This design comes from an exercise in tuning for small area, a short achievable clock period and few clock cycles per item on the open sky130 flow, not from production work. RTL that was checked went through simulation tests only; none was proved equivalent to the original. Function not checked in runs 2 to 6: the RTL went through the layout flow alone. Power and IR drop assume default switching activity.

==> design/flow/constraint.sdc <==
create_clock -name core_clock -period 8.0 [get_ports {i_clk}]
set_input_delay 1.6000 -clock core_clock [delete_from_list [all_inputs] [get_ports {i_clk}]]
set_output_delay 1.6000 -clock core_clock [all_outputs]
set_load 0.01 [all_outputs]
==> design/flow/run.sh <==
#!/bin/bash
# synth_recipe.tcl (not shown) runs the flow's synth.tcl, then flattens the netlist and writes it again
# the make line also repeats each setting of config.mk as NAME=value (left out here)
make -C /OpenROAD-flow-scripts/flow DESIGN_CONFIG=/design/flow/config.mk WORK_HOME=/design/flow/orfs CLKGATE_MAP_FILE= SYNTH_SCRIPT=/design/flow/synth_recipe.tcl finish
==> design/flow/config.mk <==
export PLATFORM = sky130hd
export DESIGN_NAME = sobel_stream_filter
export DESIGN_NICKNAME = sobel_stream_filter
export VERILOG_FILES = /design/flow/design.v
export SDC_FILE = /design/flow/constraint.sdc
export NUM_CORES = 4
export LEC_CHECK = 0
export CAP_MARGIN = 20
export CORE_MARGIN = 2
export CORE_UTILIZATION = 40
export CTS_BUF_LIST = sky130_fd_sc_hd__clkbuf_16
export CTS_CLUSTER_DIAMETER = 60
export CTS_CLUSTER_SIZE = 30
export PLACE_DENSITY = 0.6
export SETUP_SLACK_MARGIN = 5
export SLEW_MARGIN = 20
==> design/flow/design.v <==
module sobel_stream_filter #(
  parameter int IMG_W  = 256,
  parameter int IMG_H  = 256,
  parameter int CH_W   = 8
) (
  input  logic                i_clk,
  input  logic                i_rst,
  input  logic                rgb_vld,
  input  logic [3*CH_W-1:0]   rgb_data,
  output logic                rgb_busy,
  output logic                result_vld,
  output logic [3*CH_W-1:0]   result_data,
  input  logic                result_busy
);
  localparam int CW   = $clog2(IMG_W);
  localparam int RW   = $clog2(IMG_H);
  localparam int NT   = 4;                 
  localparam int TW   = $clog2(NT);
  localparam int SEG  = IMG_W / NT;        
  localparam int QD   = 4;                 
  localparam int CAP  = QD + 1;            
  localparam int QW   = $clog2(QD + 1);
  typedef logic [CH_W-1:0] pix_t;
  logic [CW-1:0] col;
  logic [RW-1:0] row;
  logic [CW-1:0] dl;         
  logic [2:0]    cnt;        
  logic          vh;         
  logic [CH_W:0] rbh;        
  pix_t          gh;         
  logic          fire;       
  logic [NT-1:0] wt;         
  logic          acc, hit, xfer;
  assign acc  = rgb_vld && !rgb_busy;
  assign xfer = result_vld && !result_busy;
  logic [CW-1:0] dl_n;
  logic [2:0]    cnt_f, cnt_n;
  logic          vh_n, fire_n, room_n;
  assign dl_n   = fire ? dl : dl + 1'b1;
  assign cnt_f  = cnt + {2'b00, fire && hit};
  assign cnt_n  = cnt_f - {2'b00, xfer};
  assign room_n = xfer ? (cnt_f <= 3'(CAP)) : (cnt_f < 3'(CAP));
  assign vh_n   = acc || (vh && !fire);
  assign fire_n = vh_n && (dl_n[CW-TW-1:0] == '0) && room_n;
  logic [CW-1:0] col_n;
  logic [RW-1:0] row_n;
  assign col_n = (col == CW'(IMG_W - 1)) ? '0 : col + 1'b1;
  assign row_n = (col == CW'(IMG_W - 1)) ? ((row == RW'(IMG_H - 1)) ? '0 : row + 1'b1) : row;
  always_ff @(posedge i_clk) begin
    if (i_rst) begin
      col      <= '0;
      row      <= '0;
      hit      <= 1'b0;
      dl       <= '1;     
      cnt      <= '0;
      vh       <= 1'b0;
      fire     <= 1'b0;
      wt       <= '0;
      rgb_busy <= 1'b0;
    end else begin
      dl   <= dl_n;
      cnt  <= cnt_n;
      vh   <= vh_n;
      fire <= fire_n;
      for (int j = 0; j < NT; j++)
        wt[j] <= fire_n && (dl_n[CW-1 -: TW] == TW'(j));
      if (fire) begin
        col <= col_n;
        row <= row_n;
        hit <= (row_n >= RW'(2)) && (col_n >= CW'(2));
      end
      rgb_busy <= vh_n && !fire_n;
    end
  end
  always_ff @(posedge i_clk) begin
    if (acc) begin
      rbh <= {1'b0, rgb_data[3*CH_W-1 -: CH_W]} + {1'b0, rgb_data[CH_W-1:0]};
      gh  <= rgb_data[2*CH_W-1 -: CH_W];
    end
  end
  logic [CH_W+1:0] y_sum;
  pix_t            yh;
  assign y_sum = {1'b0, rbh} + {1'b0, gh, 1'b0};
  assign yh    = y_sum[CH_W+1:2];
  logic [2*CH_W-1:0] ring [IMG_W];
  pix_t              y_f;              
  logic [2*CH_W-1:0] tap  [NT];        
  always_comb begin
    for (int j = 0; j < NT; j++) tap[j] = ring[(j * SEG + IMG_W - 1) % IMG_W];
  end
  logic [NT-1:0] wf;
  always_ff @(posedge i_clk) begin
    if (i_rst) wf <= '0;
    else       wf <= wt;
  end
  always_ff @(posedge i_clk) begin
    for (int i = 0; i < IMG_W; i++) begin
      if (i % SEG == 1) begin
        if (wf[i / SEG]) ring[i] <= {ring[i-1][CH_W-1:0], y_f};
        else             ring[i] <= ring[i-1];
      end else begin
        ring[i] <= ring[(i + IMG_W - 1) % IMG_W];
      end
    end
  end
  logic [2*CH_W-1:0] t_c, t_f;
  logic              v_f, h_f;
  always_comb begin
    t_c = '0;
    for (int j = 0; j < NT; j++) if (wt[j]) t_c = t_c | tap[j];
  end
  always_ff @(posedge i_clk) begin
    t_f <= t_c;
    y_f <= yh;
    if (i_rst) begin
      v_f <= 1'b0;
      h_f <= 1'b0;
    end else begin
      v_f <= fire;
      h_f <= fire && hit;
    end
  end
  pix_t                   a_f, b_f;
  logic        [CH_W+1:0] s_c, s_s;
  logic signed [CH_W:0]   d_c, d_s;
  logic                   v_s, h_s;
  assign a_f = t_f[CH_W-1:0];
  assign b_f = t_f[2*CH_W-1:CH_W];
  assign s_c = {2'b00, b_f} + {1'b0, a_f, 1'b0} + {2'b00, y_f};
  assign d_c = $signed({1'b0, y_f}) - $signed({1'b0, b_f});
  always_ff @(posedge i_clk) begin
    s_s <= s_c;
    d_s <= d_c;
    if (i_rst) begin
      v_s <= 1'b0;
      h_s <= 1'b0;
    end else begin
      v_s <= v_f;
      h_s <= h_f;
    end
  end
  logic        [CH_W+1:0] s1, s2;
  logic signed [CH_W:0]   d1;
  logic signed [CH_W+2:0] e;
  logic signed [CH_W+2:0] gx, ngx, gy, ngy;
  pix_t                   ax_c, ay_c, ax_g, ay_g;
  logic                   ox_c, oy_c, ox_g, oy_g, h_g;
  assign gx  = $signed({1'b0, s_s}) - $signed({1'b0, s2});
  assign ngx = $signed({1'b0, s2}) - $signed({1'b0, s_s});
  assign gy  = d_s + e;
  assign ngy = -d_s - e;
  assign ax_c = gx[CH_W+2] ? ngx[CH_W-1:0] : gx[CH_W-1:0];
  assign ay_c = gy[CH_W+2] ? ngy[CH_W-1:0] : gy[CH_W-1:0];
  assign ox_c = gx[CH_W+2] ? (ngx[CH_W+1:CH_W] != 2'b00) : (gx[CH_W+1:CH_W] != 2'b00);
  assign oy_c = gy[CH_W+2] ? (ngy[CH_W+1:CH_W] != 2'b00) : (gy[CH_W+1:CH_W] != 2'b00);
  always_ff @(posedge i_clk) begin
    if (v_s) begin
      s1 <= s_s;
      s2 <= s1;
      d1 <= d_s;
      e  <= (d_s <<< 1) + d1;
    end
    ax_g <= ax_c;
    ay_g <= ay_c;
    ox_g <= ox_c;
    oy_g <= oy_c;
    if (i_rst) h_g <= 1'b0;
    else       h_g <= h_s;
  end
  logic [CH_W:0] msum;
  pix_t          m;
  assign msum = {1'b0, ax_g} + {1'b0, ay_g};
  assign m    = (ox_g || oy_g || msum[CH_W]) ? '1 : msum[CH_W-1:0];
  pix_t          q [QD];
  logic [QW-1:0] qn;                
  pix_t          out_d;
  logic          ld;                
  assign ld = !result_vld || !result_busy;
  always_ff @(posedge i_clk) begin
    if (i_rst) begin
      result_vld <= 1'b0;
      qn         <= '0;
    end else begin
      if (ld) begin
        if (qn != '0) begin
          result_vld <= 1'b1;
          qn         <= qn - 1'b1 + QW'(h_g);
        end else begin
          result_vld <= h_g;
        end
      end else begin
        qn <= qn + QW'(h_g);
      end
    end
  end
  always_ff @(posedge i_clk) begin
    if (ld) out_d <= (qn != '0) ? q[0] : m;
    for (int i = 0; i < QD; i++) begin
      if (ld && qn != '0) begin
        if (h_g && (QW'(i) == qn - 1'b1)) q[i] <= m;
        else if (i < QD - 1)              q[i] <= q[i+1];
      end else if (!ld) begin
        if (h_g && (QW'(i) == qn)) q[i] <= m;
      end
    end
  end
  assign result_data = {out_d, out_d, out_d};
endmodule
==> impl_metrics.toml, run 1 <==
[status]
status = "timing/DRC/antenna clean"

[drt]
firstDrtPassIters = 4
wl_per_cell_um = 12.3
vias = 33000
ant_nets = 0
drt_first_iter_violations = 1612
wl_mm = 107
route.detailed.drc = 0
via_per_inst = 3.81

[logic_synthesis]
syn_avg_cell_area_um2 = 17.8
netlist_area_um2 = 93900
syn_inst = 5268
synth_top_area_share_pct = 89.6
synth-edff-count = 94
ys.flop_type = "dfxtp_1"
async_flop_share_pct = 0
synth_area_leaders = "dfxtp_1 90%, edfxtp_1 3.0%, ha_1 1.4%"
synthesis.nets = 5421
ys_ff_latch = 4297
synth.distinct_cells = 64
yosys.area.top_type = "dfxtp_1"
yosysSeqAreaShare_pct = 92.6
yosysWarnings = 4

[floorplan]
io_pins = 54
die_h_um = 489
design.core.area_um2 = 233000
rows = 177
initial_core_util_pct = 40.3
dieArea_um2 = 239000
die_w_um = 489

[power_and_ir_drop]
p_leak_nw = 40.8
vdd_drop_max_mv = 0.219
power.density_nw_per_um2 = 332

[setup_path]
cp.arrival_ps = 1380
cp_slowest_stage_delay_ps = 400
end_kind = "primary output"
path_class = "reg2out"
cp_slowest_cell = "edfxtp_1"
required_ps = 6400
crit_fanout = 3
crit_chain = "buf_2"
start_kind = "flop"
cp_num_buf_inv = 1
path_delay_family = "flip-flops"

[final_layout]
post-route-util_pct = 44.6
nNetsFinal = 5608
multi_input_area_um2 = 6390
fin_area_um2 = 104000
drive_gt1_share_pct = 6.84
area_growth_pct = 10.5
n_fill_cell = 20100
seqCellArea_um2 = 87000

[timing]
setup-tns-final_ps = 0
hold_violations = 0
clock_skew_ps = 44.5
slew_viol_final = 0
setup_viol = 0
min_period_ps = 2980
min_period_over_period_pct = 37.2
rsz0062_at_grt = "true"
tightest_slew_ps = 871
timing.fmax_mhz = 336
max-slew-margin-rel_pct = 41.6

[grt]
antenna_found_initial = 5
grt_pass1_wl_mm = 172
first_global_vias = 32700
overflow = 0
grtUsageTotal_pct = 9.00
grt_max_degree = 43

[clocking]
clk_path_buf_depth = 3
htreeDepth = 4
postCtsHoldBufs = 0
cts_tree = "yes"
path_clk_slew_ps = 100
clock-sinks = 4297
clk_latency_ps = 820
tritoncts.num_buffers = 180
cts_root_buf = "clkbuf_16"

[place]
dp_hpwl_mm = 61.5
gp_congestion = 0.747
port-buffer-count = 53
placed_area_um2 = 98200

[job]
max_cap_viol_count = 0

[hold_path]
min_path_type = "reg2reg"
[timing repair]
item,4_1_cts,5_1_grt
resized for setup,106,3
buffers inserted,1,0
endpoints found under the setup margin,36,45
[synthesized netlist by cell type, types with 8 or more instances]
| library cell | number |
|---|---|
| fa_1 | 17 |
| xnor2_1 | 36 |
| a21oi_1 | 77 |
| nand2_1 | 73 |
| o21a_1 | 12 |
| ha_1 | 108 |
| o21ai_0 | 50 |
| a21o_1 | 17 |
| mux2_2 | 71 |
| nor3_1 | 15 |
| a31oi_1 | 10 |
| inv_1 | 87 |
| nand3_1 | 12 |
| xor2_1 | 34 |
| buf_4 | 16 |
| buf_2 | 8 |
| a211oi_1 | 8 |
| edfxtp_1 | 94 |
| nand2b_1 | 18 |
| a22oi_1 | 33 |
| clkbuf_1 | 32 |
| nor2_1 | 88 |
| dfxtp_1 | 4203 |
| mux2i_1 | 15 |
| nor2b_1 | 28 |
| nand4_1 | 8 |
[registers in the layout, summed over array words and instances (netlist names), 9 cells and up]
register,count
q,32
s1,10
s2,10
t_f,16
ring,4096
d_s,9
e,10
s_s,9
[per-layer routing]
metal	GRT usage, %	share of wire, %	vias to the layer above
li1	-	-	16900
met1	13.3	54	15500
met5	0	0	-
met3	2.14	3.8	189
met2	12.9	40	317
met4	2.97	2.4	0
[placed cells by master, fill, tap and decap left out, types with 15 or more instances in the layout]
cell type	Yosys	routed
nand2b_1	18	18
a21o_1	17	17
nand2_1	73	72
xnor2_1	36	36
edfxtp_1	94	94
clkbuf_16	0	182
dfxtp_1	4203	4202
nor3_1	15	15
mux2i_1	15	15
xor2_1	34	34
nor2b_1	28	28
clkdlybuf4s50_1	0	27
a21oi_1	77	76
o21ai_0	50	49
inv_1	87	96
a22oi_1	33	33
nor2_1	88	88
ha_1	108	108
buf_2	8	26
mux2_2	71	71
fa_1	17	17
[kinds of logic (layout without fill, tap and decap cells)]
group,Yosys count,count (layout),share of synthesized area [%]
other,0,5,0
AO/OA/AOI/OAI,262,262,1.81
multiplexers,89,89,1.06
flip-flops,4297,4297,92.6
AND/OR/NAND/NOR,277,277,1.41
adder cells (fa/ha/maj),125,125,1.80
buffers and inverters,147,406,0.663
XOR/XNOR,71,71,0.682
[worst paths after layout]
kind	endpoint	cells past startpoint	from	slack (ps)
setup / recovery	result_data[5]	1	out_d[5]$_DFFE_PN_	5020
setup reg to reg	oy_g$_DFF_P_	8	s2[0]$_DFFE_PP_	5300
hold / removal	ring[89][3]$_DFF_P_	0	ring[88][3]$_DFF_P_	300
hold reg to reg	ring[89][3]$_DFF_P_	0	ring[88][3]$_DFF_P_	300
[final cells by class]
| type | instances | area share [%] |
|---|---|---|
| Inverter | 87 | 0.315 |
| Clock buffer | 182 | 4.39 |
| Tap cell | 3132 | 3.78 |
| Sequential cell | 4297 | 83.8 |
| Timing Repair Buffer | 65 | 0.473 |
| Clock inverter | 72 | 1.10 |
| Multi-Input combinational cell | 824 | 6.16 |
| Antenna cell | 5 | 0.0121 |
[stage by stage]
stage               power, mW  cells  worst slack (ps)  hold slack [ps]
global placement         24.1   8404              4080              310
floorplan                23.7   5268              5000              310
global route             35.9   8660              4900              298
finish                   34.4   8664              5020              297
CTS                      34.8   8659              4920              302
detailed placement       24.1   8404              4060              312
[power by group]
group | leakage [nW] | switching (mW) | internal [mW] | total (mW)
Clock | 2.78 | 6.29 | 4.55 | 10.8
Combinational | 3.36 | 0.951 | 0.710 | 1.66
Sequential | 34.7 | 0.166 | 21.7 | 21.9
Total | 40.8 | 7.41 | 27.0 | 34.4
Testbench counts, summed over its fixed seeds: cycles 524,564, items 516,128.
==> inputs of run 2 (changes only) <==
--- a/design/flow/design.v
+++ b/design/flow/design.v
@@ -34,4 +34,5 @@
   assign acc  = rgb_vld && !rgb_busy;
   assign xfer = result_vld && !result_busy;
+  assign hit  = (row >= RW'(2)) && (col >= CW'(2));
   logic [CW-1:0] dl_n;
   logic [2:0]    cnt_f, cnt_n;
@@ -43,13 +44,8 @@
   assign vh_n   = acc || (vh && !fire);
   assign fire_n = vh_n && (dl_n[CW-TW-1:0] == '0) && room_n;
-  logic [CW-1:0] col_n;
-  logic [RW-1:0] row_n;
-  assign col_n = (col == CW'(IMG_W - 1)) ? '0 : col + 1'b1;
-  assign row_n = (col == CW'(IMG_W - 1)) ? ((row == RW'(IMG_H - 1)) ? '0 : row + 1'b1) : row;
   always_ff @(posedge i_clk) begin
     if (i_rst) begin
       col      <= '0;
       row      <= '0;
-      hit      <= 1'b0;
       dl       <= '1;     
       cnt      <= '0;
@@ -66,7 +62,10 @@
         wt[j] <= fire_n && (dl_n[CW-1 -: TW] == TW'(j));
       if (fire) begin
-        col <= col_n;
-        row <= row_n;
-        hit <= (row_n >= RW'(2)) && (col_n >= CW'(2));
+        if (col == CW'(IMG_W - 1)) begin
+          col <= '0;
+          row <= (row == RW'(IMG_H - 1)) ? '0 : row + 1'b1;
+        end else begin
+          col <= col + 1'b1;
+        end
       end
       rgb_busy <= vh_n && !fire_n;
--- a/design/flow/config.mk
+++ b/design/flow/config.mk
@@ -9,7 +9,4 @@
 export CORE_MARGIN = 2
 export CORE_UTILIZATION = 40
-export CTS_BUF_LIST = sky130_fd_sc_hd__clkbuf_16
-export CTS_CLUSTER_DIAMETER = 60
-export CTS_CLUSTER_SIZE = 30
 export PLACE_DENSITY = 0.6
 export SETUP_SLACK_MARGIN = 5
==> impl_metrics.toml, run 2 <==
[status]
status = "timing/DRC/antenna clean"

[logic_synthesis]
synth.most_common_cell = "dfxtp_1"
ys_top_cells_by_count = "4,202 x dfxtp_1, 109 x ha_1, 94 x edfxtp_1, 94 x nor2_1, 89 x inv_1"
syn_inst = 5269
yosys.area.top_type = "dfxtp_1"
netlist_area_um2 = 93900
yosysSeqAreaShare_pct = 92.6
synth_area_leaders = "dfxtp_1 90%, edfxtp_1 3.0%, ha_1 1.5%"
yosysWarnings = 4
ys_ff_latch = 4296
async_flop_share_pct = 0
ys.flop_type = "dfxtp_1"
synthesis.nets = 5423
synth.distinct_cells = 67
synth-edff-count = 94
synth_top_area_share_pct = 89.6
syn_avg_cell_area_um2 = 17.8

[setup_path]
path_class = "reg2out"
start_kind = "flop"
crit_chain = "buf_2"
worstReg2RegEnd = "wt[2]$_SDFF_PP0_"
regToRegSetupSlack_ps = 5140
cp_slowest_cell = "edfxtp_1"
cp.arrival_ps = 1510
ff2ff_path_depth = 12
crit_fanout = 3
path_delay_family = "flip-flops"
end_kind = "primary output"
cp_num_buf_inv = 1
cp_slowest_stage_delay_ps = 410
required_ps = 6400
rr_startpoint = "col[0]$_SDFFE_PP0P_"

[clocking]
postCtsHoldBufs = 0
path_clk_slew_ps = 60
clock-sinks = 4296
tritoncts.num_buffers = 378
htreeDepth = 5
clk_latency_ps = 940
cts_tree = "yes"
clk_path_buf_depth = 4
cts_root_buf = "clkbuf_16"

[final_layout]
drive_gt1_share_pct = 12.3
largest_register_ffs = 4096
largest-register = "ring"
mostFrequentLayoutCell = "dfxtp_1"
top_regs = "ring x4096, q x32, t_f x16"
fin_area_um2 = 111000
nNetsFinal = 5812
area_growth_pct = 17.9
final_cell_mix = "4,199 x dfxtp_1, 388 x clkbuf_16, 108 x ha_1"

[grt]
overflow = 0
first_global_vias = 35000
grt_pass1_wl_mm = 185
antenna_found_initial = 14
grtUsageTotal_pct = 9.69
grt_max_degree = 42

[place]
gp_congestion = 0.780
dp_hpwl_mm = 61.3
placed_area_um2 = 98200
port-buffer-count = 53

[drt]
drt_first_iter_violations = 1842
via_per_inst = 3.86
firstDrtPassIters = 8
vias = 35000
route.detailed.drc = 0
ant_nets = 0
wl_per_cell_um = 12.6
wl_mm = 115

[floorplan]
rows = 177
die_w_um = 488
dieArea_um2 = 239000
io_pins = 54
initial_core_util_pct = 40.3
design.core.area_um2 = 233000
die_h_um = 488

[timing]
max-slew-margin-rel_pct = 29.2
hold_violations = 0
setup-tns-final_ps = 0
min_period_ps = 3110
min_period_over_period_pct = 38.9
timing.fmax_mhz = 321
rsz0062_at_grt = "true"
setup_viol = 0
clock_skew_ps = 63.6
slew_viol_final = 0
tightest_slew_ps = 1050

[hold_path]
worstHoldStart = "ring[17][15]$_DFF_P_"
min_path_type = "reg2reg"
whs_endpoint = "ring[18][15]$_DFF_P_"
holdPathStages = 0

[power_and_ir_drop]
p_leak_nw = 44.3
vdd_drop_max_mv = 0.245
power.density_nw_per_um2 = 375

[job]
max_cap_viol_count = 0
-- run 2: changes by cell type after synthesis, sizes merged, moves of 6 or more --
cell | before | now
a21o | 18 | 12
a21oi | 79 | 51
a31oi | 10 | 30
nand2 | 74 | 67
nand3 | 12 | 18
nor2 | 88 | 94
nor3 | 15 | 24
o21ai | 56 | 50
-- run 2: worst max path at each step --
stage / from / to / slack [ps] / cells after the start
5_1_grt: out_d[2]$_DFFE_PN_ / result_data[18] / 4780 / 1
3_3_place_gp: rgb_data[2] / rbh[8]$_DFFE_PP_ / 3730 / 8
6_report: out_d[2]$_DFFE_PN_ / result_data[18] / 4890 / 1
2_1_floorplan: rgb_data[1] / rbh[7]$_DFFE_PP_ / 5000 / 7
4_1_cts: out_d[2]$_DFFE_PN_ / result_data[18] / 4790 / 1
3_5_place_dp: rgb_data[2] / rbh[8]$_DFFE_PP_ / 3850 / 8
-- run 2: final cells by class --
class / instances / area, um2
multi-input cells: 827 / 6390
clock inverters: 117 / 1420
inverters: 89 / 334
diodes: 2 / 5.00
clock buffers: 551 / 11200
repair buffers: 66 / 517
well taps: 3132 / 3920
flip-flops and latches: 4296 / 87000
fillers: 19500 / 122000
-- run 2: cell families after synthesis --
logic type,count (synthesis),share of synthesized area [%]
AO/OA/AOI/OAI,245,1.71
buffers and inverters,146,0.660
AND/OR/NAND/NOR,302,1.57
multiplexers,85,1.00
adder cells (fa/ha/maj),126,1.81
XOR/XNOR,69,0.644
flip-flops,4296,92.6
-- run 2: metal layers --
layer / GRT usage [%] / vias up / routed length, um
li1: - / 17600 / -
met1: 14.0 / 16400 / 59300
met2: 13.2 / 640 / 45100
met3: 2.74 / 350 / 6100
met4: 4.72 / 4 / 4260
met5: 0 / - / 22
-- run 2: power breakdown --
group,switching (mW),internal (mW),leakage (nW)
Combinational,1.05,0.685,3.41
Sequential,0.167,21.7,34.7
Clock,7.25,10.6,6.25
-- run 2: repair_timing --
item / in CTS / in global routing
setup endpoints to repair: 35 / 50
setup buffers: 2 / 0
gates resized for setup: 112 / 10
pin swaps: 1 / 2
-- run 2: stage by stage --
step	setup WS [ps]	power, mW	cells	util, %	hold WS (ps)
after floorplan	5000	23.6	5269	-	310
after global placement	3730	24.0	8408	42.1	310
final	4890	41.5	9080	47.5	279
after CTS	4790	42.0	9078	47.5	274
after detailed placement	3850	24.1	8408	42.1	312
after global routing	4780	43.1	9079	47.5	282
==> inputs of run 3 (changes only) <==
--- a/design/flow/config.mk
+++ b/design/flow/config.mk
@@ -9,4 +9,6 @@
 export CORE_MARGIN = 2
 export CORE_UTILIZATION = 40
+export CTS_BUF_LIST = sky130_fd_sc_hd__clkbuf_16
+export CTS_CLUSTER_SIZE = 30
 export PLACE_DENSITY = 0.6
 export SETUP_SLACK_MARGIN = 5
==> impl_metrics.toml, run 3 <==
[logic_synthesis]
synthesis.nets = 5423
ys_top_cells_by_count = "4,202 x dfxtp_1, 109 x ha_1, 94 x edfxtp_1, 94 x nor2_1, 89 x inv_1"
synth.distinct_cells = 67
synth_area_leaders = "dfxtp_1 90%, edfxtp_1 3.0%, ha_1 1.5%"
ys.flop_type = "dfxtp_1"
syn_avg_cell_area_um2 = 17.8
ys_ff_latch = 4296
async_flop_share_pct = 0
synth.most_common_cell = "dfxtp_1"
yosysSeqAreaShare_pct = 92.6
synth_top_area_share_pct = 89.6
synth-edff-count = 94
yosys.area.top_type = "dfxtp_1"
syn_inst = 5269
netlist_area_um2 = 93900
yosysWarnings = 4

[hold_path]
whs_endpoint = "ring[182][11]$_DFF_P_"
min_path_type = "reg2reg"
worstHoldStart = "ring[181][11]$_DFF_P_"
holdPathStages = 0

[final_layout]
fin_area_um2 = 110000
nNetsFinal = 5813
largest-register = "ring"
drive_gt1_share_pct = 10.8
n_fill_cell = 19600
largest_register_ffs = 4096
seqCellArea_um2 = 87000
mostFrequentLayoutCell = "dfxtp_1"
post-route-util_pct = 47.2
final_cell_mix = "4,199 x dfxtp_1, 388 x clkbuf_16, 164 x inv_1"
top_regs = "ring x4096, q x32, t_f x16"
multi_input_area_um2 = 6390
area_growth_pct = 17.0
final_cells = 9082

[drt]
drt_first_iter_violations = 1821
firstDrtPassIters = 5
wl_per_cell_um = 12.6
via_per_inst = 3.85
ant_nets = 0
vias = 35000
route.detailed.drc = 0
wl_mm = 114

[status]
status = "timing/DRC/antenna clean"

[clocking]
cts_root_buf = "clkbuf_16"
path_clk_slew_ps = 60
tritoncts.num_buffers = 378
postCtsHoldBufs = 0
htreeDepth = 5
clock-sinks = 4296
clk_path_buf_depth = 4
cts_tree = "yes"
clk_latency_ps = 940

[power_and_ir_drop]
p_leak_nw = 44.2
power_mw = 40.5
vdd_drop_max_mv = 0.247
power.density_nw_per_um2 = 369

[place]
dp_slack_ps = 3850
placed_area_um2 = 98200
port-buffer-count = 53
gp_congestion = 0.780
dp_hpwl_mm = 61.3
dp.cells = 8408

[timing]
timing.fmax_mhz = 321
setup_viol = 0
hold_violations = 0
slew_viol_final = 0
hold_slack_ps = 275
fin_ws_ps = 4890
clock_skew_ps = 63.7
max-slew-margin-rel_pct = 28.7
min_period_ps = 3110
setup-tns-final_ps = 0
min_period_over_period_pct = 38.9
rsz0062_at_grt = "true"
tightest_slew_ps = 1060

[setup_path]
ff2ff_path_depth = 12
worstReg2RegEnd = "wt[3]$_SDFF_PP0_"
regToRegSetupSlack_ps = 5070
cp_slowest_cell = "edfxtp_1"
required_ps = 6400
cp.arrival_ps = 1510
cp_num_buf_inv = 1
path_delay_family = "flip-flops"
cp_slowest_stage_delay_ps = 410
path_class = "reg2out"
start_kind = "flop"
crit_chain = "buf_2"
end_kind = "primary output"
crit_fanout = 3
rr_startpoint = "col[0]$_SDFFE_PP0P_"

[floorplan]
die_w_um = 488
design.core.area_um2 = 233000
dieArea_um2 = 239000
initial_core_util_pct = 40.3
io_pins = 54
rows = 177
die_h_um = 488

[grt]
antenna_found_initial = 13
first_global_vias = 35000
overflow = 0
grt_max_degree = 42
grtUsageTotal_pct = 9.66
grt_pass1_wl_mm = 185

[job]
max_cap_viol_count = 0
[run 3: cell counts after synthesis]
No cell type changed its count.
[run 3: worst max path at each step]
| stage | from | endpoint | slack, ps | depth (start not counted) |
|---|---|---|---|---|
| 4_1_cts | out_d[2]$_DFFE_PN_ | result_data[18] | 4790 | 1 |
| 5_1_grt | out_d[2]$_DFFE_PN_ | result_data[18] | 4780 | 1 |
| 2_1_floorplan | rgb_data[1] | rbh[7]$_DFFE_PP_ | 5000 | 7 |
| 6_report | out_d[2]$_DFFE_PN_ | result_data[18] | 4890 | 1 |
| 3_3_place_gp | rgb_data[2] | rbh[8]$_DFFE_PP_ | 3730 | 8 |
| 3_5_place_dp | rgb_data[2] | rbh[8]$_DFFE_PP_ | 3850 | 8 |
[run 3: layout make-up]
class / instances / share of cell area (%)
well taps: 3132 / 3.57
multi-input cells: 827 / 5.82
clock inverters: 280 / 1.85
inverters: 89 / 0.304
clock buffers: 388 / 8.84
repair buffers: 67 / 0.477
flip-flops and latches: 4296 / 79.1
diodes: 3 / 0.00683
[run 3: logic make-up (layout without fill, tap and decap cells)]
family          count (synthesis)  in the layout  synth area share (%)
fa+ha+maj                     126            126                  1.81
compound gates                245            245                  1.71
flops                        4296           4296                  92.6
mux                            85             85                  1.00
simple gates                  302            302                  1.57
other cells                     0              3                     0
xor+xnor                       69             69                 0.644
buf+inv                       146            824                 0.660
[run 3: where the power goes]
| group | total, mW | switching (mW) | leakage, nW | internal (mW) |
|---|---|---|---|---|
| Sequential | 21.9 | 0.168 | 34.7 | 21.7 |
| Clock | 16.9 | 7.23 | 6.06 | 9.69 |
| Combinational | 1.73 | 1.05 | 3.42 | 0.688 |
[run 3: timing repair]
| item | CTS | global route |
|---|---|---|
| resized for setup | 112 | 11 |
| setup buffers | 2 | 1 |
| pin swaps | 1 | 3 |
| hold endpoints to repair | 0 | 0 |
| setup endpoints to repair | 35 | 51 |
[run 3: layer usage]
metal	up-vias	part of all wire (%)	track usage (%)
met4	4	3.7	4.72
met5	-	0.019	0
met2	636	39	13.2
met1	16300	52	14.0
li1	17600	-	-
met3	350	5.3	2.74
==> inputs of run 4 (changes only) <==
--- a/design/flow/config.mk
+++ b/design/flow/config.mk
@@ -10,4 +10,5 @@
 export CORE_UTILIZATION = 40
 export CTS_BUF_LIST = sky130_fd_sc_hd__clkbuf_16
+export CTS_CLUSTER_DIAMETER = 60
 export CTS_CLUSTER_SIZE = 30
 export PLACE_DENSITY = 0.6
==> impl_metrics.toml, run 4 <==
[status]
status = "timing/DRC/antenna clean"

[power_and_ir_drop]
p_seq_share_pct = 64.1
p_clk_share_pct = 30.8
p_leak_nw = 40.7
power_switching_mw = 7.45
power.density_nw_per_um2 = 330
p_int_mw = 26.7
p_sw_share_pct = 21.8
combPwrFrac_pct = 5.1
vdd_drop_max_mv = 0.213
power_mw = 34.1

[setup_path]
regToRegSetupSlack_ps = 5070
rr_startpoint = "col[0]$_SDFFE_PP0P_"
crit_path_start = "out_d[2]$_DFFE_PN_"
path_class = "reg2out"
end_kind = "primary output"
required_ps = 6400
cp.arrival_ps = 1540
crit_fanout = 3
start_kind = "flop"

[final_layout]
n_fill_cell = 20200
mostFrequentLayoutCell = "dfxtp_1"
drive_gt1_share_pct = 6.82
largest-register = "ring"
post-route-util_pct = 44.4
largest_register_ffs = 4096
final_cells = 8663
nNetsFinal = 5613
fin_area_um2 = 104000
area_growth_pct = 10.3
multi_input_area_um2 = 6400
top_regs = "ring x4096, q x32, t_f x16"
final_cell_mix = "4,199 x dfxtp_1, 177 x clkbuf_16, 108 x ha_1"
seqCellArea_um2 = 87000

[drt]
drt_first_iter_violations = 1876
via_per_inst = 3.85
vias = 33400
firstDrtPassIters = 5
route.detailed.drc = 0
wl_per_cell_um = 12.5
ant_nets = 0
wl_mm = 108

[timing]
setup-tns-final_ps = 0
rsz0062_at_grt = "true"
max-slew-margin-rel_pct = 30.7
min_period_over_period_pct = 39.2
clock_skew_ps = 39.4
fin_ws_ps = 4860
slew_viol_final = 0
timing.fmax_mhz = 319
tightest_slew_ps = 1030
setup_viol = 0
min_period_ps = 3140
hold_violations = 0
hold_slack_ps = 307

[clocking]
clock-sinks = 4296
cts_tree = "yes"
clk_path_buf_depth = 3
postCtsHoldBufs = 0
htreeDepth = 4
clk_latency_ps = 850
cts_root_buf = "clkbuf_16"
tritoncts.num_buffers = 177
path_clk_slew_ps = 100

[logic_synthesis]
syn_avg_cell_area_um2 = 17.8
yosysSeqAreaShare_pct = 92.6
synth-edff-count = 94
synth_area_leaders = "dfxtp_1 90%, edfxtp_1 3.0%, ha_1 1.5%"
synth.distinct_cells = 67
ys_ff_latch = 4296
netlist_area_um2 = 93900
yosys.area.top_type = "dfxtp_1"
synth.most_common_cell = "dfxtp_1"
yosysWarnings = 4
ys.flop_type = "dfxtp_1"
syn_inst = 5269
async_flop_share_pct = 0
synth_top_area_share_pct = 89.6
ys_top_cells_by_count = "4,202 x dfxtp_1, 109 x ha_1, 94 x edfxtp_1, 94 x nor2_1, 89 x inv_1"
synthesis.nets = 5423

[place]
dp_slack_ps = 3850
gp_congestion = 0.780
port-buffer-count = 53
dp.cells = 8408
placed_area_um2 = 98200
dp_hpwl_mm = 61.3

[floorplan]
design.core.area_um2 = 233000
initial_core_util_pct = 40.3
rows = 177
die_h_um = 488
dieArea_um2 = 239000
die_w_um = 488
io_pins = 54

[hold_path]
worstHoldStart = "ring[87][13]$_DFF_P_"
min_path_type = "reg2reg"

[grt]
first_global_vias = 32400
grt_max_degree = 42
overflow = 0
grt_pass1_wl_mm = 173
antenna_found_initial = 12
grtUsageTotal_pct = 9.09

[job]
max_cap_viol_count = 0
-- run 4: layer usage --
| layer | track usage (%) | part of all wire, % | vias up |
|---|---|---|---|
| met4 | 3.32 | 2.8 | 2 |
| met2 | 12.6 | 39 | 446 |
| li1 | - | - | 17000 |
| met3 | 2.21 | 4.4 | 233 |
| met1 | 13.7 | 54 | 15700 |
| met5 | 0 | 0.012 | - |
-- run 4: power by group through the flow --
stage | Sequential (mW) | Clock [mW] | Combinational [mW]
6_report | 21.9 | 10.5 | 1.74
4_1_cts | 21.9 | 10.9 | 1.72
3_3_place_gp | 22.4 | 0 | 1.68
3_5_place_dp | 22.4 | 0 | 1.74
5_1_grt | 21.9 | 11.7 | 1.94
2_1_floorplan | 22.3 | 0 | 1.33
-- run 4: cells by family after synthesis --
family	count (synthesis)	share of synthesized area, %
multiplexers	85	1.00
adder cells (fa/ha/maj)	126	1.81
AND/OR/NAND/NOR	302	1.57
XOR/XNOR	69	0.644
buffers and inverters	146	0.660
flip-flops	4296	92.6
AO/OA/AOI/OAI	245	1.71
-- run 4: path summary, 6_finish.rpt --
path / end / depth (start not counted)
worst max register to register: wt[1]$_SDFF_PP0_ / 12
worst min register to register: ring[88][13]$_DFF_P_ / 0
worst min-delay path: ring[88][13]$_DFF_P_ / 0
worst max-delay path: result_data[18] / 2
-- run 4: layout make-up --
| cell class | instances | share of cell area, % |
|---|---|---|
| Clock buffer | 177 | 4.28 |
| Antenna cell | 5 | 0.0121 |
| Sequential cell | 4296 | 84.0 |
| Clock inverter | 69 | 0.923 |
| Multi-Input combinational cell | 827 | 6.18 |
| Tap cell | 3132 | 3.79 |
| Timing Repair Buffer | 68 | 0.511 |
| Inverter | 89 | 0.323 |
-- run 4: repair_timing --
item	4_1_cts	5_1_grt
gates resized for setup	113	11
gates cloned	0	0
buffers inserted	3	1
setup endpoints to repair	36	52
pin swaps	1	3
-- run 4: worst max-delay path, stage by stage, from the launching register on --
cell and delay [ps]:
edfxtp_1 430, buf_6 140, buf_6 110
==> inputs of run 5 (changes only) <==
--- a/design/flow/config.mk
+++ b/design/flow/config.mk
@@ -9,7 +9,7 @@
 export CORE_MARGIN = 2
 export CORE_UTILIZATION = 40
-export CTS_BUF_LIST = sky130_fd_sc_hd__clkbuf_16
-export CTS_CLUSTER_DIAMETER = 60
-export CTS_CLUSTER_SIZE = 30
+export CTS_BUF_LIST = sky130_fd_sc_hd__clkbuf_8
+export CTS_CLUSTER_DIAMETER = 50
+export CTS_CLUSTER_SIZE = 20
 export PLACE_DENSITY = 0.6
 export SETUP_SLACK_MARGIN = 5
==> impl_metrics.toml, run 5 <==
[setup_path]
path_depth = 2
ff2ff_path_depth = 12
required_ps = 6400
crit_fanout = 3
crit_top_cell = "buf_6"
regToRegSetupSlack_ps = 5060
path_class = "reg2out"
end_kind = "primary output"
rr_startpoint = "col[0]$_SDFFE_PP0P_"
cp_slowest_cell = "edfxtp_1"
cp_slowest_stage_delay_ps = 440
path_delay_family = "flip-flops"
start_kind = "flop"
worstReg2RegEnd = "wt[1]$_SDFF_PP0_"
cp_num_buf_inv = 2
cp.arrival_ps = 1710
crit_chain = "buf_6, buf_6"

[place]
port-buffer-count = 53
dp_slack_ps = 3850
placed_area_um2 = 98200
dp_hpwl_mm = 61.3
gp_congestion = 0.780
dp.cells = 8408

[grt]
antenna_found_initial = 12
grt_max_degree = 42
grtUsageTotal_pct = 9.26
first_global_vias = 33200
overflow = 0
grt_pass1_wl_mm = 176

[drt]
drt_first_iter_violations = 1872
route.detailed.drc = 0
via_per_inst = 3.87
wl_mm = 110
vias = 33900
firstDrtPassIters = 5
wl_per_cell_um = 12.5
ant_nets = 0

[power_and_ir_drop]
power_mw = 33.1
vdd_drop_max_mv = 0.159
p_leak_nw = 40.4
power.density_nw_per_um2 = 322

[timing]
hold_slack_ps = 281
min_period_over_period_pct = 41.4
clock_skew_ps = 89.9
max-slew-margin-rel_pct = 30.0
rsz0062_at_grt = "true"
hold_violations = 0
setup_viol = 0
fin_ws_ps = 4690
timing.fmax_mhz = 302
slew_viol_final = 0
min_period_ps = 3310
setup-tns-final_ps = 0
tightest_slew_ps = 1040

[logic_synthesis]
ys_top_cells_by_count = "4,202 x dfxtp_1, 109 x ha_1, 94 x edfxtp_1, 94 x nor2_1, 89 x inv_1"
synth.most_common_cell = "dfxtp_1"
synth_area_leaders = "dfxtp_1 90%, edfxtp_1 3.0%, ha_1 1.5%"
ys_ff_latch = 4296
syn_avg_cell_area_um2 = 17.8
synthesis.nets = 5423
synth.distinct_cells = 67
yosys.area.top_type = "dfxtp_1"
netlist_area_um2 = 93900
synth_top_area_share_pct = 89.6
synth-edff-count = 94
async_flop_share_pct = 0
yosysSeqAreaShare_pct = 92.6
ys.flop_type = "dfxtp_1"
syn_inst = 5269
yosysWarnings = 4

[final_layout]
n_fill_cell = 20300
fin_area_um2 = 103000
largest-register = "ring"
drive_gt1_share_pct = 8.48
mostFrequentLayoutCell = "dfxtp_1"
multi_input_area_um2 = 6390
final_cells = 8765
area_growth_pct = 9.35
top_regs = "ring x4096, q x32, t_f x16"
nNetsFinal = 5718
seqCellArea_um2 = 87000
largest_register_ffs = 4096
post-route-util_pct = 44.1
final_cell_mix = "4,199 x dfxtp_1, 289 x clkbuf_8, 108 x ha_1"

[hold_path]
worstHoldStart = "ring[16][3]$_DFF_P_"
holdPathStages = 0
min_path_type = "reg2reg"
whs_endpoint = "ring[17][3]$_DFF_P_"

[clocking]
cts_root_buf = "clkbuf_8"
cts_tree = "yes"
clk_path_buf_depth = 4
postCtsHoldBufs = 0
clk_latency_ps = 1020
clock-sinks = 4296
htreeDepth = 5
path_clk_slew_ps = 110
tritoncts.num_buffers = 280

[floorplan]
design.core.area_um2 = 233000
rows = 177
initial_core_util_pct = 40.3
die_h_um = 488
dieArea_um2 = 239000
die_w_um = 488
io_pins = 54

[status]
status = "timing/DRC/antenna clean"

[job]
max_cap_viol_count = 0
[run 5: report_power, final]
group	leakage [nW]	internal, mW	switching (mW)	total (mW)
clock	2.33	3.44	6.03	9.48
combinational	3.44	0.699	1.05	1.75
sequential	34.7	21.7	0.169	21.9
total	40.4	25.9	7.25	33.1
[run 5: what timing repair did]
item,in CTS,in global routing
pin swaps,1,3
setup buffers,4,2
endpoints found under the setup margin,34,33
resized for setup,117,11
[run 5: kinds of logic after synthesis]
| logic type | count (synthesis) | synth area share, % |
|---|---|---|
| flip-flops | 4296 | 92.6 |
| AND/OR/NAND/NOR | 302 | 1.57 |
| AO/OA/AOI/OAI | 245 | 1.71 |
| buffers and inverters | 146 | 0.660 |
| adder cells (fa/ha/maj) | 126 | 1.81 |
| multiplexers | 85 | 1.00 |
| XOR/XNOR | 69 | 0.644 |
[run 5: how the worst max path moves through the flow]
stage	from	to
2_1_floorplan	rgb_data[1]	rbh[7]$_DFFE_PP_
3_3_place_gp	rgb_data[2]	rbh[8]$_DFFE_PP_
3_5_place_dp	rgb_data[2]	rbh[8]$_DFFE_PP_
4_1_cts	out_d[2]$_DFFE_PN_	result_data[18]
5_1_grt	out_d[2]$_DFFE_PN_	result_data[18]
6_report	out_d[2]$_DFFE_PN_	result_data[18]
[run 5: final cells by class]
class,count,area share (%)
Multi-Input combinational cell,827,6.23
Antenna cell,9,0.0219
Timing Repair Buffer,70,0.558
Inverter,89,0.325
Clock inverter,53,0.487
Clock buffer,289,3.87
Tap cell,3132,3.82
Sequential cell,4296,84.7
[run 5: routing by layer]
| metal | vias to the layer above | global-route usage (%) | routed length (um) |
|---|---|---|---|
| met5 | - | 0 | 0 |
| met4 | 0 | 4.42 | 4420 |
| met3 | 329 | 2.29 | 4960 |
| met2 | 545 | 12.5 | 41900 |
| met1 | 15900 | 13.8 | 58700 |
| li1 | 17100 | - | - |
==> inputs of run 6 (changes only) <==
--- a/design/flow/design.v
+++ b/design/flow/design.v
@@ -27,6 +27,5 @@
   logic [2:0]    cnt;        
   logic          vh;         
-  logic [CH_W:0] rbh;        
-  pix_t          gh;         
+  pix_t          yh;         
   logic          fire;       
   logic [NT-1:0] wt;         
@@ -36,12 +35,10 @@
   assign hit  = (row >= RW'(2)) && (col >= CW'(2));
   logic [CW-1:0] dl_n;
-  logic [2:0]    cnt_f, cnt_n;
-  logic          vh_n, fire_n, room_n;
+  logic [2:0]    cnt_n;
+  logic          vh_n, fire_n;
   assign dl_n   = fire ? dl : dl + 1'b1;
-  assign cnt_f  = cnt + {2'b00, fire && hit};
-  assign cnt_n  = cnt_f - {2'b00, xfer};
-  assign room_n = xfer ? (cnt_f <= 3'(CAP)) : (cnt_f < 3'(CAP));
+  assign cnt_n  = cnt + {2'b00, fire && hit} - {2'b00, xfer};
   assign vh_n   = acc || (vh && !fire);
-  assign fire_n = vh_n && (dl_n[CW-TW-1:0] == '0) && room_n;
+  assign fire_n = vh_n && (dl_n[CW-TW-1:0] == '0) && (cnt_n < 3'(CAP));
   always_ff @(posedge i_clk) begin
     if (i_rst) begin
@@ -72,36 +69,28 @@
     end
   end
+  logic [CH_W+1:0] y_sum;
+  assign y_sum = {2'b00, rgb_data[3*CH_W-1 -: CH_W]}
+               + {1'b0, rgb_data[2*CH_W-1 -: CH_W], 1'b0}
+               + {2'b00, rgb_data[CH_W-1:0]};
   always_ff @(posedge i_clk) begin
-    if (acc) begin
-      rbh <= {1'b0, rgb_data[3*CH_W-1 -: CH_W]} + {1'b0, rgb_data[CH_W-1:0]};
-      gh  <= rgb_data[2*CH_W-1 -: CH_W];
-    end
+    if (acc) yh <= y_sum[CH_W+1:2];
   end
-  logic [CH_W+1:0] y_sum;
-  pix_t            yh;
-  assign y_sum = {1'b0, rbh} + {1'b0, gh, 1'b0};
-  assign yh    = y_sum[CH_W+1:2];
   logic [2*CH_W-1:0] ring [IMG_W];
-  pix_t              y_f;              
   logic [2*CH_W-1:0] tap  [NT];        
   always_comb begin
     for (int j = 0; j < NT; j++) tap[j] = ring[(j * SEG + IMG_W - 1) % IMG_W];
   end
-  logic [NT-1:0] wf;
-  always_ff @(posedge i_clk) begin
-    if (i_rst) wf <= '0;
-    else       wf <= wt;
-  end
   always_ff @(posedge i_clk) begin
     for (int i = 0; i < IMG_W; i++) begin
-      if (i % SEG == 1) begin
-        if (wf[i / SEG]) ring[i] <= {ring[i-1][CH_W-1:0], y_f};
-        else             ring[i] <= ring[i-1];
+      if (i % SEG == 0) begin
+        if (wt[i / SEG]) ring[i] <= {tap[i / SEG][CH_W-1:0], yh};
+        else             ring[i] <= tap[i / SEG];
       end else begin
-        ring[i] <= ring[(i + IMG_W - 1) % IMG_W];
+        ring[i] <= ring[i-1];
       end
     end
   end
   logic [2*CH_W-1:0] t_c, t_f;
+  pix_t              y_f;
   logic              v_f, h_f;
   always_comb begin
--- a/design/flow/config.mk
+++ b/design/flow/config.mk
@@ -9,8 +9,4 @@
 export CORE_MARGIN = 2
 export CORE_UTILIZATION = 40
-export CTS_BUF_LIST = sky130_fd_sc_hd__clkbuf_8
-export CTS_CLUSTER_DIAMETER = 50
-export CTS_CLUSTER_SIZE = 20
 export PLACE_DENSITY = 0.6
-export SETUP_SLACK_MARGIN = 5
 export SLEW_MARGIN = 20
==> impl_metrics.toml, run 6 <==
[floorplan]
initial_core_util_pct = 40.2
die_h_um = 487
design.core.area_um2 = 232000
die_w_um = 487
io_pins = 54
rows = 177
dieArea_um2 = 237000

[logic_synthesis]
synth-xor-area-share_pct = 0.638
synthesis.nets = 5413
ys.flop_type = "dfxtp_1"
async_flop_share_pct = 0
syn_inst = 5261
ys_ff_latch = 4284
synthAdderAreaFrac_pct = 1.86
netlist_area_um2 = 93300
yosys.area.top_type = "dfxtp_1"
synthMuxAreaShare_pct = 0.661
synth.most_common_cell = "dfxtp_1"
synth_compound_area_share_pct = 1.62
synth_top_family_by_area = "adder cells"
synth-edff-count = 86
yosysWarnings = 4
yosysSeqAreaShare_pct = 92.8
syn_avg_cell_area_um2 = 17.7
synth_top_area_share_pct = 90.1
ys_top_cells_by_count = "4,198 x dfxtp_1, 121 x inv_1, 100 x ha_1"
synthSimpleGateAreaFrac_pct = 1.61
synth.distinct_cells = 66
synth_area_leaders = "dfxtp_1 90%, edfxtp_1 2.8%, ha_1 1.3%"

[drt]
drt_first_iter_violations = 1496
highest_layer = "met4"
ant_nets = 0
route.detailed.drc = 0
wl_met2_mm = 42.2
met1Wirelength_mm = 55.5
via_per_inst = 3.83
wl_mm = 106
vias = 34500
wl_met3_mm = 5.11
wl_per_cell_um = 11.8
firstDrtPassIters = 5

[final_layout]
nNetsFinal = 5807
final_cell_mix = "4,198 x dfxtp_1, 390 x clkbuf_16, 121 x inv_1"
mostFrequentLayoutCell = "dfxtp_1"
area_growth_pct = 18.3
drive_gt1_share_pct = 11.4
top_regs = "ring x4096, q x32, t_f x16"
largest-register = "ring"
largest_register_ffs = 4096

[hold_path]
min_path_type = "reg2reg"
worstHoldStart = "ring[171][8]$_DFF_P_"

[setup_path]
crit_fanout = 3
cp_num_buf_inv = 1
start_kind = "input pin"
path_class = "in2reg"
cp_slowest_cell = "fa_1"
crit_path_start = "rgb_data[4]"
required_ps = 8640
crit_chain = "clkdlybuf4s50_1, fa_1, ha_1, o21ai_0, nand2b_1, a21o_1, a21oi_1, o21ai_0"
end_kind = "flop"
path_delay_family = "adder cells"
cp_slowest_stage_delay_ps = 850
crit_top_cell = "o21ai_0"
regToRegSetupSlack_ps = 4890
rr_startpoint = "fire$_SDFF_PP0_"
cp.arrival_ps = 4400

[power_and_ir_drop]
p_leak_nw = 44.1
power.density_nw_per_um2 = 374
power_mw = 41.3
vdd_drop_max_mv = 0.243

[clocking]
htreeDepth = 5
clock-sinks = 4284
cts_tree = "yes"
cts_root_buf = "clkbuf_16"
post_cts_buffers = 0
clk_path_buf_depth = 4
path_clk_slew_ps = 60
clk_latency_ps = 940
postCtsHoldBufs = 0
tritoncts.num_buffers = 383
ctsResizeCount = 0

[status]
status = "timing/DRC/antenna clean"

[timing]
setup-tns-final_ps = 0
min_period_over_period_pct = 47.0
tightest_slew_ps = 1130
clock_skew_ps = 61.2
max-slew-margin-rel_pct = 24.2
timing.fmax_mhz = 266
min_period_ps = 3760
rsz0062_at_grt = "false"
slew_viol_final = 0
setup_viol = 0
hold_violations = 0

[grt]
antenna_found_initial = 6
grt_max_degree = 39
grt_pass1_wl_mm = 176
grtUsageTotal_pct = 9.06
overflow = 0
first_global_vias = 34800

[place]
dp_hpwl_mm = 54.8
port-buffer-count = 53
gp_congestion = 0.741

[job]
max_cap_viol_count = 0
## run 6: cell types whose count changed after synthesis, sizes merged, moves of 5 or more
cell    before  now
inv         89  121
nand2       67   87
edfxtp      94   86
mux2        71   39
ha         109  100
o21ai       50   78
fa          17   24
nand2b      14   19
clkbuf      30   22
a22oi       33   17
nand4        8   13
## run 6: metrics by stage
stage / worst slack, ps / hold WS [ps] / instance area, um2 / utilization (%) / cells
4_1_cts: 4090 / 281 / 110000 / 47.5 / 8993
3_3_place_gp: 3070 / 310 / 97400 / 41.9 / 8313
2_1_floorplan: 4460 / 310 / 93300 / - / 5261
5_1_grt: 4140 / 282 / 110000 / 47.5 / 8993
6_report: 4240 / 274 / 110000 / 47.5 / 8994
3_5_place_dp: 3060 / 312 / 97400 / 41.9 / 8313
## run 6: path summary, 6_finish.rpt
check                           cells past startpoint                   end
worst max-delay path                                8       yh[7]$_DFFE_PP_
worst min-delay path                                0  ring[172][8]$_DFF_P_
worst max register to register                     14      wt[3]$_SDFF_PP0_
worst min register to register                      0  ring[172][8]$_DFF_P_
## run 6: report_power, final
group          internal [mW]  switching (mW)
sequential              21.6           0.128
clock                   10.9            7.31
combinational          0.520           0.770
## run 6: area by class of cell
type                       count  area (um2)
fill                       19100      122000
sequential                  4284       86600
clock buffer                 532       11100
multi-input combinational    805        5980
tap                         3043        3810
clock inverter               148        1810
timing repair buffer          60         578
inverter                     121         454
antenna                        1        2.50
## run 6: kinds of logic after synthesis
kind of cell / after synthesis
muxes: 56
AOI/OAI and AO/OA: 243
and+or+nand+nor: 314
xor gates and xnor gates: 68
adders and majority gates: 124
buffers and inverters: 172
DFF: 4284
## run 6: worst register-to-register path, cell delays in order, from the launching register on
cell,delay [ps]
dfxtp_1,650
inv_1,190
a21oi_1,160
nand2_1,90
ha_1,290
inv_1,60
ha_1,130
inv_1,50
fa_1,380
xor2_1,170
xnor2_1,190
a21oi_1,70
nor3_1,210
nand3b_1,220
a21oi_1,190
## run 6: metal layers
metal / global-route usage (%) / up-vias
li1: - / 17500
met1: 12.9 / 16100
met2: 12.6 / 580
met3: 2.64 / 286
met4: 4.17 / 0
met5: 0 / -

==> static timing again, ports no longer ideal <==
The results above use ideal ports. As a check the final layouts listed here were re-extracted and re-timed, cells and wires unchanged. Step 1 sets driving cells, clkbuf_16 on the clock port and buf_2 on the other inputs (assumed; they add their load-dependent delay and slew). Step 2 adds t to the input delays and takes it off the output delays; t is the mean of the earliest and latest rising clock arrival at the registers after step 1. Input paths then give back, and output paths get back, about the clock's delay inside the block. Three values: ideal ports, drivers, drivers and shift; two values: the first two.
run | shift t [ns] | setup WS [ns] | worst hold slack (ns) | worst setup path at the end | worst register clock-pin slew, ns
run 1 | 0.881 | 5.022 / 4.941 / 4.385 | 0.297 / 0.297 / 0.297 | input to register | 0.11 / 0.11
run 2 | 0.982 | 4.888 / 4.805 / 4.161 | 0.279 / 0.279 / 0.279 | input to register | 0.07 / 0.07
run 3 | 0.984 | 4.887 / 4.804 / 4.178 | 0.275 / 0.275 / 0.275 | input to register | 0.07 / 0.07
run 4 | 0.907 | 4.864 / 4.781 / 4.270 | 0.307 / 0.307 / 0.307 | input to register | 0.11 / 0.11
run 5 | 1.062 | 4.687 / 4.607 / 4.050 | 0.281 / 0.281 / 0.281 | input to register | 0.12 / 0.12
run 6 | 0.989 | 4.240 / 4.300 / 3.310 | 0.274 / 0.274 / 0.274 | input to register | 0.07 / 0.07
After both steps setup and hold are still met in every run listed. The setup slack of run 6, which loses most, moves by +0.060 ns with the drivers and by -0.930 ns with both steps.
